Source: an optimization exercise on an open RTL-to-GDS flow (aim: small area, a short achievable clock period and few clock cycles per item). Production flows keep margins and buffers that such runs may drop.
Function was checked by simulation only, so behaviour that the tests miss may differ from the original.
No driver is modelled on the clock port, so clock power and skew are understated where the tree is cut down; a real chip needs a root buffer or a tree.

==> 12-27: inputs <==
==> flow/design.v <==
`default_nettype none
package pool_buffer_pkg;
    typedef logic [32-1:0] pixel_t;
    typedef pixel_t [4-1:0] pixel_vec_t;
    typedef struct packed {
        pixel_vec_t top_left;
        pixel_vec_t top_right;
        pixel_vec_t bot_left;
        pixel_vec_t bot_right;
    } window_t;
    typedef struct packed {
        window_t                 window;
        logic [$clog2(((6 / 2) * (4 / 2)))-1:0] window_idx;
        logic                    last;
    } window_beat_t;
    typedef struct packed {
        logic [1:0]              bank_sel;
        logic [$clog2(((6 / 2) * (4 / 2)))-1:0] addr;
        pixel_vec_t              data;
    } bank_wr_t;
    typedef enum logic {
        ST_FILL,
        ST_DRAIN
    } buf_state_e;
endpackage
`default_nettype wire
`timescale 1ns/1ps
`default_nettype none
module pool_buffer_top (
    input  wire                           clk,
    input  wire                           rst_n,
    input  wire                           in_valid,
    input  wire pool_buffer_pkg::pixel_vec_t in_data,
    output logic                          in_ready,
    output logic                          out_valid,
    input  wire                           out_ready,
    output pool_buffer_pkg::window_beat_t out_beat
);
    localparam int DEPTH = 6 + 1;
    localparam logic [$clog2(((6 / 2) * (4 / 2)))-1:0] WIN_LAST = $clog2(((6 / 2) * (4 / 2)))'(((6 / 2) * (4 / 2)) - 1);
    logic [$clog2(((6 / 2) * (4 / 2)))-1:0]     win;
    logic                        r0;
    logic                        c0;
    logic                        br_q;
    logic                        last_q;
    logic                        accept;
    logic [$clog2(((6 / 2) * (4 / 2)))-1:0]     win_next;
    logic                        r0_next;
    logic                        c0_next;
    pool_buffer_pkg::pixel_vec_t hist [DEPTH];
    assign in_ready  = !br_q || out_ready;
    assign accept    = in_valid && in_ready;
    assign out_valid = in_valid && br_q;
    always_comb begin
        out_beat.window.top_left  = hist[0];
        out_beat.window.top_right = hist[1];
        out_beat.window.bot_left  = hist[DEPTH-1];
        out_beat.window.bot_right = in_data;
        out_beat.window_idx       = win;
        out_beat.last             = last_q;
    end
    always_ff @(posedge clk) begin
        if (accept) begin
            for (int k = 0; k < DEPTH - 1; k++) begin
                hist[k] <= hist[k+1];
            end
            hist[DEPTH-1] <= in_data;
        end
    end
    always_comb begin
        win_next = win;
        r0_next  = r0;
        c0_next  = !c0;
        if (c0) begin
            case (win)
                3'd0:    win_next = 3'd1;
                3'd1:    win_next = 3'd2;
                3'd2:    win_next = r0 ? 3'd3 : 3'd0;
                3'd3:    win_next = 3'd4;
                3'd4:    win_next = 3'd5;
                default: win_next = r0 ? 3'd0 : 3'd3;
            endcase
            if (win == 3'd2 || win == 3'd5) begin
                r0_next = !r0;
            end
        end
    end
    always_ff @(posedge clk or negedge rst_n) begin
        if (!rst_n) begin
            win    <= '0;
            r0     <= 1'b0;
            c0     <= 1'b0;
            br_q   <= 1'b0;
            last_q <= 1'b0;
        end else if (accept) begin
            win    <= win_next;
            r0     <= r0_next;
            c0     <= c0_next;
            br_q   <= r0_next && c0_next;
            last_q <= (win_next == WIN_LAST);
        end
    end
endmodule
`default_nettype wire
==> flow/flow/run.sh <==
#!/bin/bash
set -euo pipefail
here=$(pwd)
bash standard.sh "BUFFER_PORTS_ARGS=-buffer_cell sky130_fd_sc_hd__buf_1" \
  "PRE_CTS_TCL=$here/flow/pre_cts.tcl" finish > flow_make.log 2>&1
==> flow/flow/my_cts.tcl <==
# Two-level clock tree built directly: the clock port drives a few root
# buffers, each root drives a group of leaf buffers, each leaf drives a
# compact cluster of flip-flop clock pins. Every sink sees the same number
# of buffer stages (root + leaf), so the tree is balanced by construction.
proc my_build_clock_tree { {leaf_size 28} {n_roots 4} } {
  set db [ord::get_db]
  set block [ord::get_db_block]
  set buf_master [$db findMaster sky130_fd_sc_hd__clkbuf_16]
  set clk_net [$block findNet clk]
  $clk_net setSigType CLOCK

  # sinks: every instance pin on the clock net
  set sinks {}
  foreach it [$clk_net getITerms] {
    set inst [$it getInst]
    set bb [$inst getBBox]
    set x [expr {([$bb xMin] + [$bb xMax]) / 2}]
    set y [expr {([$bb yMin] + [$bb yMax]) / 2}]
    lappend sinks [list $it $x $y]
  }
  set n [llength $sinks]
  set n_leaves [expr {int(ceil(double($n) / $leaf_size))}]
  # vertical strips, each cut along y into groups, so clusters stay compact
  set n_strips [expr {max(1, int(round(sqrt($n_leaves))))}]
  set sx [lsort -integer -index 1 $sinks]
  set per_strip [expr {int(ceil(double($n) / $n_strips))}]
  set leaves {}
  for {set s 0} {$s < $n_strips} {incr s} {
    set strip [lrange $sx [expr {$s * $per_strip}] [expr {($s + 1) * $per_strip - 1}]]
    if {[llength $strip] == 0} { continue }
    set sy [lsort -integer -index 2 $strip]
    set k [expr {int(ceil(double([llength $sy]) / $leaf_size))}]
    set per [expr {int(ceil(double([llength $sy]) / $k))}]
    for {set i 0} {$i < [llength $sy]} {incr i $per} {
      lappend leaves [lrange $sy $i [expr {$i + $per - 1}]]
    }
  }

  # leaf buffers at the centroid of their cluster
  set leaf_info {}
  set li 0
  foreach grp $leaves {
    set sxs 0; set sys 0
    foreach s $grp { incr sxs [lindex $s 1]; incr sys [lindex $s 2] }
    set cx [expr {$sxs / [llength $grp]}]
    set cy [expr {$sys / [llength $grp]}]
    set inst [odb::dbInst_create $block $buf_master "clkbuf_leaf_${li}_clk"]
    set net [odb::dbNet_create $block "clknet_leaf_${li}_clk"]
    $net setSigType CLOCK
    $inst setLocation $cx $cy
    $inst setPlacementStatus PLACED
    foreach s $grp {
      set it [lindex $s 0]
      $it disconnect
      $it connect $net
    }
    [$inst findITerm X] connect $net
    lappend leaf_info [list $inst $cx $cy]
    incr li
  }

  # root buffers, each feeding the leaves of one region
  set n_roots [expr {min($n_roots, [llength $leaf_info])}]
  set rx [expr {max(1, int(round(sqrt($n_roots))))}]
  set lx [lsort -integer -index 1 $leaf_info]
  set per_col [expr {int(ceil(double([llength $lx]) / $rx))}]
  set groups {}
  for {set c 0} {$c < $rx} {incr c} {
    set col [lrange $lx [expr {$c * $per_col}] [expr {($c + 1) * $per_col - 1}]]
    if {[llength $col] == 0} { continue }
    set ly [lsort -integer -index 2 $col]
    set k [expr {max(1, $n_roots / $rx)}]
    set per [expr {int(ceil(double([llength $ly]) / $k))}]
    for {set i 0} {$i < [llength $ly]} {incr i $per} {
      lappend groups [lrange $ly $i [expr {$i + $per - 1}]]
    }
  }
  set ri 0
  foreach grp $groups {
    set sxs 0; set sys 0
    foreach l $grp { incr sxs [lindex $l 1]; incr sys [lindex $l 2] }
    set cx [expr {$sxs / [llength $grp]}]
    set cy [expr {$sys / [llength $grp]}]
    set inst [odb::dbInst_create $block $buf_master "clkbuf_root_${ri}_clk"]
    set net [odb::dbNet_create $block "clknet_root_${ri}_clk"]
    $net setSigType CLOCK
    $inst setLocation $cx $cy
    $inst setPlacementStatus PLACED
    foreach l $grp { [[lindex $l 0] findITerm A] connect $net }
    [$inst findITerm X] connect $net
    [$inst findITerm A] connect $clk_net
    incr ri
  }
  puts "my_build_clock_tree: $n sinks, [llength $leaf_info] leaf buffers, $ri root buffers"
}

proc my_is_buffer { inst } {
  return [regexp {^sky130_fd_sc_hd__(buf|bufbuf|clkbuf)_[0-9]+$} [[$inst getMaster] getName]]
}

proc my_driver { net } {
  foreach it [$net getITerms] {
    if {[$it isOutputSignal]} { return $it }
  }
  return ""
}

proc my_sta_pin { it } {
  return [get_pins "[[$it getInst] getName]/[[$it getMTerm] getName]"]
}

proc my_center { inst } {
  set bb [$inst getBBox]
  return [list [expr {([$bb xMin] + [$bb xMax]) / 2}] [expr {([$bb yMin] + [$bb yMax]) / 2}]]
}

# Rebuilds the buffer tree that drives the flip-flop enable pins (DE) as two
# balanced levels of buffers, clustered like the clock tree leaves.
proc my_build_enable_tree { leaf_master root_master n_roots } {
  set block [ord::get_db_block]
  set dbu [$block getDefUnits]
  # DE pins and the buffers between them and the logic that drives them
  set bufs [dict create]
  set roots [dict create]
  foreach inst [$block getInsts] {
    set de [$inst findITerm DE]
    if {$de == "NULL" || $de == ""} { continue }
    set net [$de getNet]
    while {1} {
      set drv [my_driver $net]
      if {$drv == ""} { break }
      set dinst [$drv getInst]
      if {![my_is_buffer $dinst]} { break }
      dict set bufs [$dinst getName] $dinst
      set net [[$dinst findITerm A] getNet]
    }
    dict set roots [$net getName] $net
  }
  # move every load of those buffers' nets (other than the buffers
  # themselves) onto the root net, then delete the buffers
  set moved [dict create]
  dict for {bname binst} $bufs {
    set onet [[$binst findITerm X] getNet]
    set rnet [[$binst findITerm A] getNet]
    while {[dict exists $bufs [[[my_driver $rnet] getInst] getName]]} {
      set rnet [[[[my_driver $rnet] getInst] findITerm A] getNet]
    }
    foreach it [$onet getITerms] {
      if {[$it isOutputSignal]} { continue }
      if {[dict exists $bufs [[$it getInst] getName]]} { continue }
      dict set moved $it [$rnet getName]
    }
  }
  dict for {it rname} $moved {
    $it disconnect
    $it connect [$block findNet $rname]
  }
  dict for {bname binst} $bufs {
    set onet [[$binst findITerm X] getNet]
    odb::dbInst_destroy $binst
    if {[llength [$onet getITerms]] == 0 && [llength [$onet getBTerms]] == 0} {
      odb::dbNet_destroy $onet
    }
  }
  set names [dict keys $bufs]
  # group the DE pins by root net again, now that they hang on it directly
  set roots2 [dict create]
  foreach inst [$block getInsts] {
    set de [$inst findITerm DE]
    if {$de == "NULL" || $de == ""} { continue }
    dict lappend roots2 [[$de getNet] getName] $de
  }
  set roots $roots2
  set bi 0
  dict for {root_name des} $roots {
    # clusters: DE pins of flip-flops on the same clock leaf net
    set clusters [dict create]
    foreach de $des {
      set ck [[[$de getInst] findITerm CLK] getNet]
      dict lappend clusters [$ck getName] $de
    }
    set leaves {}
    dict for {ck grp} $clusters {
      set sx 0; set sy 0
      foreach de $grp {
        lassign [my_center [$de getInst]] x y
        incr sx $x; incr sy $y
      }
      set cx [expr {double($sx) / [llength $grp] / $dbu}]
      set cy [expr {double($sy) / [llength $grp] / $dbu}]
      set binst [insert_buffer -buffer_cell $leaf_master -net [get_nets $root_name] \
        -load_pins [lmap de $grp {my_sta_pin $de}] -location [list $cx $cy]]
      lappend leaves [list [get_full_name $binst] $cx $cy]
      incr bi
    }
    # root level: split the leaves into n_roots groups by position
    set lx [lsort -real -index 1 $leaves]
    set nr [expr {min($n_roots, [llength $leaves])}]
    set per [expr {int(ceil(double([llength $lx]) / $nr))}]
    for {set i 0} {$i < [llength $lx]} {incr i $per} {
      set grp [lsort -real -index 2 [lrange $lx $i [expr {$i + $per - 1}]]]
      set sx 0; set sy 0
      foreach l $grp { set sx [expr {$sx + [lindex $l 1]}]; set sy [expr {$sy + [lindex $l 2]}] }
      insert_buffer -buffer_cell $root_master -net [get_nets $root_name] \
        -load_pins [lmap l $grp {get_pins [lindex $l 0]/A}] \
        -location [list [expr {$sx / [llength $grp]}] [expr {$sy / [llength $grp]}]]
      incr bi
    }
  }
  # the gate driving each tree root now drives only a few root buffers; give
  # it a strong drive if it is a plain inverter or buffer
  set db [ord::get_db]
  dict for {root_name des} $roots {
    set drv [my_driver [$block findNet $root_name]]
    if {$drv == ""} { continue }
    set dinst [$drv getInst]
    set m [[$dinst getMaster] getName]
    if {[regexp {^sky130_fd_sc_hd__(clkinvlp|clkinv|inv)_[0-9]+$} $m]} {
      $dinst swapMaster [$db findMaster sky130_fd_sc_hd__inv_8]
    } elseif {[regexp {^sky130_fd_sc_hd__(buf|clkbuf)_[0-9]+$} $m]} {
      $dinst swapMaster [$db findMaster sky130_fd_sc_hd__buf_8]
    }
  }
  puts "my_build_enable_tree: removed [llength $names] buffers, [dict size $roots] root nets, $bi buffers inserted"
}
==> flow/flow/pre_cts.tcl <==
# Replaces TritonCTS with a directly built two-level clock tree, and rebuilds
# the buffer tree of the flip-flop enables as two balanced levels clustered
# like the clock leaves (my_cts.tcl). The rest of ORFS's CTS step
# (legalisation, setup and hold repair) runs as usual.
source [file join [file dirname [info script]] my_cts.tcl]
rename clock_tree_synthesis __orfs_clock_tree_synthesis
proc clock_tree_synthesis { args } {
  my_build_clock_tree 34 4
  set_propagated_clock [all_clocks]
  my_build_enable_tree sky130_fd_sc_hd__buf_6 sky130_fd_sc_hd__buf_16 4
}
==> flow/standard.sh <==
#!/bin/bash
# synth_recipe.tcl (not shown) runs the flow's synth.tcl, then flattens the netlist and writes it again
# the make line also repeats each setting of config.mk as NAME=value (left out here)
make -C /OpenROAD-flow-scripts/flow DESIGN_CONFIG=/design/flow/config.mk WORK_HOME=/design/flow/orfs CLKGATE_MAP_FILE= SYNTH_SCRIPT=/design/flow/synth_recipe.tcl "${@:-finish}"
==> flow/config.mk <==
export PLATFORM = sky130hd
export DESIGN_NAME = pool_buffer_top
export DESIGN_NICKNAME = pool_buffer_top
export VERILOG_FILES = /design/flow/design.v
export SDC_FILE = /design/flow/constraint.sdc
export NUM_CORES = 4
export LEC_CHECK = 0
export CAP_MARGIN = 20
export CORE_MARGIN = 2
export CORE_UTILIZATION = 60
export PLACE_DENSITY = 0.72
export SETUP_SLACK_MARGIN = 2.0
export SLEW_MARGIN = 20
==> flow/constraint.sdc <==
create_clock -name core_clock -period 4.0 [get_ports {clk}]
set_input_delay 0.8000 -clock core_clock [delete_from_list [all_inputs] [get_ports {clk}]]
set_output_delay 0.8000 -clock core_clock [all_outputs]
set_load 0.01 [all_outputs]
==> 08-16: changes against 12-27 <==
--- a/flow/design.v
+++ b/flow/design.v
@@ -50,3 +50,3 @@
     pool_buffer_pkg::pixel_vec_t hist [DEPTH];
-    assign in_ready  = !br_q || out_ready;
+    assign in_ready  = out_ready;
     assign accept    = in_valid && in_ready;
--- a/flow/flow/run.sh
+++ b/flow/flow/run.sh
@@ -1,2 +1,9 @@
 #!/bin/bash
+# The standard layout (standard.sh, unchanged synthesis) with two changes:
+# - the port buffers are buf_1 cells instead of the cell buffer_ports picks
+#   by itself (repair_timing upsizes those on critical paths);
+# - flow/pre_cts.tcl builds the clock tree (two buffer stages from the clock
+#   port to every register) and the flip-flop enable buffer tree.
+# Full make output goes to flow_make.log; each ORFS step also keeps its own
+# log under orfs/logs.
 set -euo pipefail
--- a/flow/flow/my_cts.tcl
+++ b/flow/flow/my_cts.tcl
@@ -4,3 +4,3 @@
 # of buffer stages (root + leaf), so the tree is balanced by construction.
-proc my_build_clock_tree { {leaf_size 28} {n_roots 4} } {
+proc my_build_clock_tree { {leaf_size 28} {n_roots 4} {leaf_cell sky130_fd_sc_hd__clkbuf_16} } {
   set db [ord::get_db]
@@ -8,2 +8,3 @@
   set buf_master [$db findMaster sky130_fd_sc_hd__clkbuf_16]
+  set leaf_master [$db findMaster $leaf_cell]
   set clk_net [$block findNet clk]
@@ -46,3 +47,3 @@
     set cy [expr {$sys / [llength $grp]}]
-    set inst [odb::dbInst_create $block $buf_master "clkbuf_leaf_${li}_clk"]
+    set inst [odb::dbInst_create $block $leaf_master "clkbuf_leaf_${li}_clk"]
     set net [odb::dbNet_create $block "clknet_leaf_${li}_clk"]
@@ -225 +226,50 @@
 }
+
+# Upsizes the cells on the paths that go straight from an input port to an
+# output port: the port buffers of feed-through bits (an input buffer driving
+# an output buffer) become feed_cell, and on the paths of the named
+# handshake ports the port buffers and the one gate between them get drive 4.
+proc my_size_io_paths { feed_cell handshake_ports } {
+  set db [ord::get_db]
+  set block [ord::get_db_block]
+  set feed_master [$db findMaster $feed_cell]
+  set n_feed 0
+  foreach bt [$block getBTerms] {
+    if {[$bt getIoType] != "OUTPUT"} { continue }
+    set drv [my_driver [$bt getNet]]
+    if {$drv == ""} { continue }
+    set obuf [$drv getInst]
+    if {![my_is_buffer $obuf]} { continue }
+    set src [my_driver [[$obuf findITerm A] getNet]]
+    if {$src == ""} { continue }
+    set ibuf [$src getInst]
+    if {![my_is_buffer $ibuf]} { continue }
+    if {[llength [[[$ibuf findITerm A] getNet] getBTerms]] == 0} { continue }
+    foreach b [list $obuf $ibuf] {
+      if {[[$b getMaster] getArea] < [$feed_master getArea]} { $b swapMaster $feed_master }
+    }
+    incr n_feed
+  }
+  set n_hs 0
+  foreach p $handshake_ports {
+    set bt [$block findBTerm $p]
+    if {$bt == "NULL"} { continue }
+    set cells {}
+    if {[$bt getIoType] == "INPUT"} {
+      foreach it [[$bt getNet] getITerms] { lappend cells [$it getInst] }
+    } else {
+      set obuf [[my_driver [$bt getNet]] getInst]
+      lappend cells $obuf
+      set g [my_driver [[$obuf findITerm A] getNet]]
+      if {$g != ""} { lappend cells [$g getInst] }
+    }
+    foreach c $cells {
+      set m [[$c getMaster] getName]
+      if {[regexp {^(sky130_fd_sc_hd__[a-z0-9]+)_([0-9]+)$} $m -> base drive] && $drive < 4} {
+        set nm [$db findMaster ${base}_4]
+        if {$nm != "NULL"} { $c swapMaster $nm; incr n_hs }
+      }
+    }
+  }
+  puts "my_size_io_paths: $n_feed feed-through bits, $n_hs handshake cells upsized"
+}
==> flow/flow/pre_cts.tcl (replaced) <==
# Replaces TritonCTS with a directly built two-level clock tree, and rebuilds
# the buffer tree of the flip-flop enables as two balanced levels clustered
# like the clock leaves, and upsizes the cells on the paths that run straight
# from an input port to an output port (my_cts.tcl). The rest of ORFS's CTS step
# (legalisation, setup and hold repair) runs as usual.
source [file join [file dirname [info script]] my_cts.tcl]
rename clock_tree_synthesis __orfs_clock_tree_synthesis
proc clock_tree_synthesis { args } {
  my_build_clock_tree 30 4 sky130_fd_sc_hd__buf_12
  set_propagated_clock [all_clocks]
  my_build_enable_tree sky130_fd_sc_hd__buf_2 sky130_fd_sc_hd__buf_16 4
  my_size_io_paths sky130_fd_sc_hd__buf_2 {in_valid out_ready out_valid in_ready}
}
--- a/flow/config.mk
+++ b/flow/config.mk
@@ -8,6 +8,7 @@
 export CAP_MARGIN = 20
+export CORE_ASPECT_RATIO = 0.25
 export CORE_MARGIN = 2
-export CORE_UTILIZATION = 60
-export PLACE_DENSITY = 0.72
-export SETUP_SLACK_MARGIN = 2.0
+export CORE_UTILIZATION = 70
+export PLACE_DENSITY = 0.8
+export SETUP_SLACK_MARGIN = 2.12
 export SLEW_MARGIN = 20
==> 06-21: changes against 12-27 <==
--- a/flow/flow/pre_cts.tcl
+++ b/flow/flow/pre_cts.tcl
@@ -7,5 +7,5 @@
 proc clock_tree_synthesis { args } {
-  my_build_clock_tree 34 4
+  my_build_clock_tree 30 4
   set_propagated_clock [all_clocks]
-  my_build_enable_tree sky130_fd_sc_hd__buf_6 sky130_fd_sc_hd__buf_16 4
+  my_build_enable_tree sky130_fd_sc_hd__buf_4 sky130_fd_sc_hd__buf_16 4
 }
--- a/flow/config.mk
+++ b/flow/config.mk
@@ -11,3 +11,3 @@
 export PLACE_DENSITY = 0.72
-export SETUP_SLACK_MARGIN = 2.0
+export SETUP_SLACK_MARGIN = 2.3
 export SLEW_MARGIN = 20
==> flow_summary.toml <==
[status]
status = "no timing/DRC/antenna violations"

[logic_synthesis]
synthDistinctLibCells = 20

[timing]
rsz0062_at_grt = "yes"
min_period_over_period_pct = 49.4

[power_and_ir_drop]
peakVddDrop_v = 0.000692
comb_power_mw = 3.22

[route]
vias = 14026

[die]
core-area_um2 = 46600

[grt]
grt_start_max_net_pins = 31
-- figures above: 06-21

==> flow_summary.toml <==
[power_and_ir_drop]
pg_seq_mw = 12.7
peakVddDrop_v = 0.000497
leakage_nw = 10.3
comb_power_mw = 1.67

[timing]
rsz0062_at_grt = "no"
min_period_over_period_pct = 50.3

[cts]
clkSlewWorstSetupHoldPaths_ns = 0.09

[route]
routedWlPerCell_um = 19.8
drtAntennaViolNets = 0
vias = 11300

[logic_synthesis]
async_flop_share_pct = 0.775
synthDistinctLibCells = 20

[grt]
grt_start_max_net_pins = 32

[status]
status = "no timing/DRC/antenna violations"
-- figures above: 12-27

==> flow_summary.toml <==
[status]
status = "no timing/DRC/antenna violations"

[power_and_ir_drop]
sequentialPowerShare_pct = 69.3
comb_power_uw = 778
netSwitchingPower_mw = 3.30
p_total_mw = 15.9

[die]
core-area_um2 = 39300

[route]
post-route-drc-count = 0

[timing]
hold_viol = 0
setup_viol = 0
rsz0062_at_grt = "yes"
min_period_over_period_pct = 48.6

[cells_and_area]
multi_input_area_share_pct = 0.587

[grt]
grt_use_met1_pct = 24.6
grt_start_max_net_pins = 31
-- figures above: 08-16

Testbench counts of 12-27, summed over its fixed seeds: cycles 1,536, frames 64.
Testbench counts of 08-16, summed over its fixed seeds: cycles 1,536, frames 64.
Testbench counts of 06-21, summed over its fixed seeds: cycles 1,536, frames 64.
No run of this note takes its clock network from TritonCTS; it comes from the design's own scripts or RTL.

## static timing again, ports no longer ideal
How much do the figures lean on ideal ports? The routed layouts below were timed once more, with nothing changed but the port constraints. Step 1: set_driving_cell puts a clkbuf_16 on clk and a buf_2 on each other input, an assumption about the parent block. Step 2 also shifts input and output timing later by t, the mid clock arrival at the registers, as if the neighbouring blocks saw the same clock. Slacks: ideal ports / drivers / drivers and shift; pairs: ideal ports / drivers.
run | t (ns) | setup slack, ns | worst setup path after step 2
12-27 | 0.488 | 1.989 / 1.956 / 1.897 | input to register
08-16 | 0.486 | 2.056 / 1.943 / 1.754 | input to register
06-21 | 0.504 | 2.025 / 1.978 / 1.700 | input to register
After both steps every run listed still meets setup and hold. For 06-21, which loses most, drivers alone change the setup slack by -0.047 ns; drivers and shift together by -0.325 ns.
